From an optimization exercise on the open Yosys and OpenROAD flow, aimed at small area; shortcuts taken in it are not production practice.
In this exercise RTL edits were held to simulation tests only and were not proved equivalent to the original.

== willow ==
// id_stage
module id_stage (
  input  logic        clk_i,
  input  logic        rst_ni,
  input  logic [31:0] fetch_instr_i,
  input  logic [31:0] fetch_pc_i,
  input  logic        instr_new_i,
  input  logic        branch_decision_i,
  input  logic        ex_valid_i,
  input  logic        lsu_valid_i,
  input  logic        lsu_load_err_i,
  input  logic [31:0] regfile_wdata_ex_i,
  input  logic [31:0] regfile_wdata_lsu_i,
  output logic [4:0]  ex_alu_op_o,
  output logic [31:0] ex_operand_a_o,
  output logic [31:0] ex_operand_b_o,
  output logic        lsu_req_o,
  output logic        lsu_we_o,
  output logic [1:0]  lsu_size_o,
  output logic        lsu_sign_ext_o,
  output logic [31:0] lsu_wdata_o,
  output logic        id_ready_o,
  output logic        pc_set_o,
  output logic        instr_ret_o,
  output logic        illegal_insn_o
);
  id_pkg::dec_ctrl_t ctrl;
  id_pkg::imm_set_t  imm;
  logic [6:0]        opcode;
  logic [2:0]        funct3;
  logic [6:0]        funct7;
  id_pkg::reg_addr_t rs1;
  id_pkg::reg_addr_t rs2;
  id_pkg::reg_addr_t rd;
  assign opcode = fetch_instr_i[6:0];
  assign rd     = fetch_instr_i[11:7];
  assign funct3 = fetch_instr_i[14:12];
  ...
==> flow/config.mk <==
export PLATFORM = sky130hd
export DESIGN_NAME = id_stage
export DESIGN_NICKNAME = id_stage
export VERILOG_FILES = /design/flow/design.v
export SDC_FILE = /design/flow/constraint.sdc
export NUM_CORES = 4
export LEC_CHECK = 0
export CAP_MARGIN = 20
export CORE_MARGIN = 2
export CORE_UTILIZATION = 72
export GPL_TIMING_DRIVEN = 0
export SETUP_SLACK_MARGIN = 0.3
export SLEW_MARGIN = 20
export SYNTH_HIERARCHICAL = 1
export PRE_RESIZE_TCL = /design/flow/flow/pre_resize.tcl
export BUFFER_PORTS_ARGS = -buffer_cell sky130_fd_sc_hd__buf_1
export CTS_ARGS = -sink_clustering_enable -repair_clock_nets -buf_list sky130_fd_sc_hd__clkbuf_8 -sink_clustering_size 14 -sink_clustering_max_diameter 60 -dont_use_dummy_load
export REMOVE_ABC_BUFFERS = 1
==> flow/constraint.sdc <==
create_clock -name core_clock -period 8.0 [get_ports {clk_i}]
set_input_delay 1.6000 -clock core_clock [delete_from_list [all_inputs] [get_ports {clk_i}]]
set_output_delay 1.6000 -clock core_clock [all_outputs]
set_load 0.01 [all_outputs]
standard.sh (not shown) runs the stock make flow with config.mk's settings and CLKGATE_MAP_FILE= SYNTH_SCRIPT=/design/flow/synth_recipe.tcl, a recipe that flattens the netlist after the stock synthesis.
==> flow/flow/run.sh <==
#!/bin/bash
# Standard ORFS layout with these changes:
#  - port buffers are buf_1 instead of the default buffer cell,
#  - nets with a fanout of 20 or more get an x2 AND-type driver or one buf_2
#    before repair_design,
#  - CTS uses clkbuf_8 with larger sink clusters and no dummy loads,
#  - synthesis buffers are removed at floorplan.
set -euo pipefail
W=$(pwd)
cat >> config.mk <<EOM
export PRE_RESIZE_TCL = $W/flow/pre_resize.tcl
export BUFFER_PORTS_ARGS = -buffer_cell sky130_fd_sc_hd__buf_1
export CTS_ARGS = -sink_clustering_enable -repair_clock_nets -buf_list sky130_fd_sc_hd__clkbuf_8 -sink_clustering_size 14 -sink_clustering_max_diameter 60 -dont_use_dummy_load
export REMOVE_ABC_BUFFERS = 1
EOM
bash standard.sh finish > standard.log 2>&1
==> flow/flow/pre_resize.tcl <==
# High-fanout signal nets: an AND-type driver is swapped for its x2 size;
# any other driver gets one buf_2 next to it. This keeps repair_design from
# building trees of large buffers for these nets.
set fo_min 20
set upsize {and2_1 and2_2 and3_1 and3_2 a22o_1 a22o_2 a21o_1 a21o_2 or2_1 or2_2 or3_1 or3_2}
set n_up 0
set n_buf 0
foreach net [get_nets *] {
  set name [get_property $net name]
  if { $name == "clk_i" } { continue }
  set loads [get_pins -of_objects $net -filter "direction==input"]
  set drv [get_pins -of_objects $net -filter "direction==output"]
  if { [llength $loads] < $fo_min || [llength $drv] != 1 } { continue }
  set inst [[sta::sta_to_db_pin $drv] getInst]
  set master [string map {sky130_fd_sc_hd__ ""} [[$inst getMaster] getName]]
  set i [lsearch -exact $upsize $master]
  if { $i >= 0 && $i % 2 == 0 } {
    replace_cell [$inst getName] sky130_fd_sc_hd__[lindex $upsize [expr {$i + 1}]]
    incr n_up
  } else {
    set loc [$inst getLocation]
    insert_buffer -buffer_cell sky130_fd_sc_hd__buf_2 -net $name \
      -location [list [expr {[lindex $loc 0] / 1000.0}] [expr {[lindex $loc 1] / 1000.0}]]
    incr n_buf
  }
}
puts "pre_resize: upsized $n_up and buffered $n_buf high-fanout nets"
willow finished every step from synthesis to the final layout, and the layout passed the timing, DRC and antenna checks.
Modified inputs, onyx compared to willow
- CTS_ARGS now -sink_clustering_enable -repair_clock_nets -buf_list sky130_fd_sc_hd__clkbuf_4 -sink_clustering_size 10 -sink_clustering_max_diameter 35 -dont_use_dummy_load, was -sink_clustering_enable -repair_clock_nets -buf_list sky130_fd_sc_hd__clkbuf_8 -sink_clustering_size 14 -sink_clustering_max_diameter 60 -dont_use_dummy_load
- CORE_UTILIZATION now 78, was 72
==> flow/flow/run.sh <==
#!/bin/bash
# Standard ORFS layout with these changes:
#  - port buffers are buf_1 instead of the default buffer cell,
#  - nets with a fanout of 20 or more get an x2 AND-type driver or one buf_2
#    before repair_design,
#  - CTS uses clkbuf_4 with larger sink clusters and no dummy loads,
#  - synthesis buffers are removed at floorplan.
set -euo pipefail
W=$(pwd)
cat >> config.mk <<EOM
export PRE_RESIZE_TCL = $W/flow/pre_resize.tcl
export BUFFER_PORTS_ARGS = -buffer_cell sky130_fd_sc_hd__buf_1
export CTS_ARGS = -sink_clustering_enable -repair_clock_nets -buf_list sky130_fd_sc_hd__clkbuf_4 -sink_clustering_size 10 -sink_clustering_max_diameter 35 -dont_use_dummy_load
export REMOVE_ABC_BUFFERS = 1
EOM
bash standard.sh finish > standard.log 2>&1
Findings:
Against willow, onyx comes in 5.9 points higher on core utilization.
onyx ended with more final cycle utilization of the critical path than willow.
The end of the critical path comes out ex_operand_a_o[2] in one run and ex_operand_a_o[17] in the other, namely in willow and onyx respectively.
onyx: area fraction of clock buffers and clock inverters is 0.26 points lower than what willow reported.
onyx has cell area after layout below what willow had.

[re-timing with driven ports]
The results above use ideal ports. As a check the final layouts listed here were re-extracted and re-timed, cells and wires unchanged.
Step 1: set_driving_cell puts a clkbuf_16 on clk_i and a buf_2 on each other input, an assumption about the parent block.
Step 2, shift: input delay + t, output delay - t, t = (earliest + latest rising clock arrival at the registers) / 2. This alone moves slack from input paths to output paths.
Slacks: no drivers / after step 1 / after step 2; pairs: no drivers / after step 1.
run | t (ns) | setup WS [ns] | worst hold slack (ns) | worst setup path at the end | latest minus earliest clock arrival (ns)
willow | 0.766 | 0.719 / 0.627 / 0.627 | 0.493 / 0.493 / 0.493 | input to output | 0.073 / 0.074
onyx | 1.077 | 0.352 / 0.319 / 0.319 | 0.487 / 0.487 / 0.487 | input to output | 0.107 / 0.106
After both steps every run listed still meets setup and hold. For willow, which loses most, drivers alone change the setup slack by -0.092 ns; drivers and shift together by -0.092 ns.
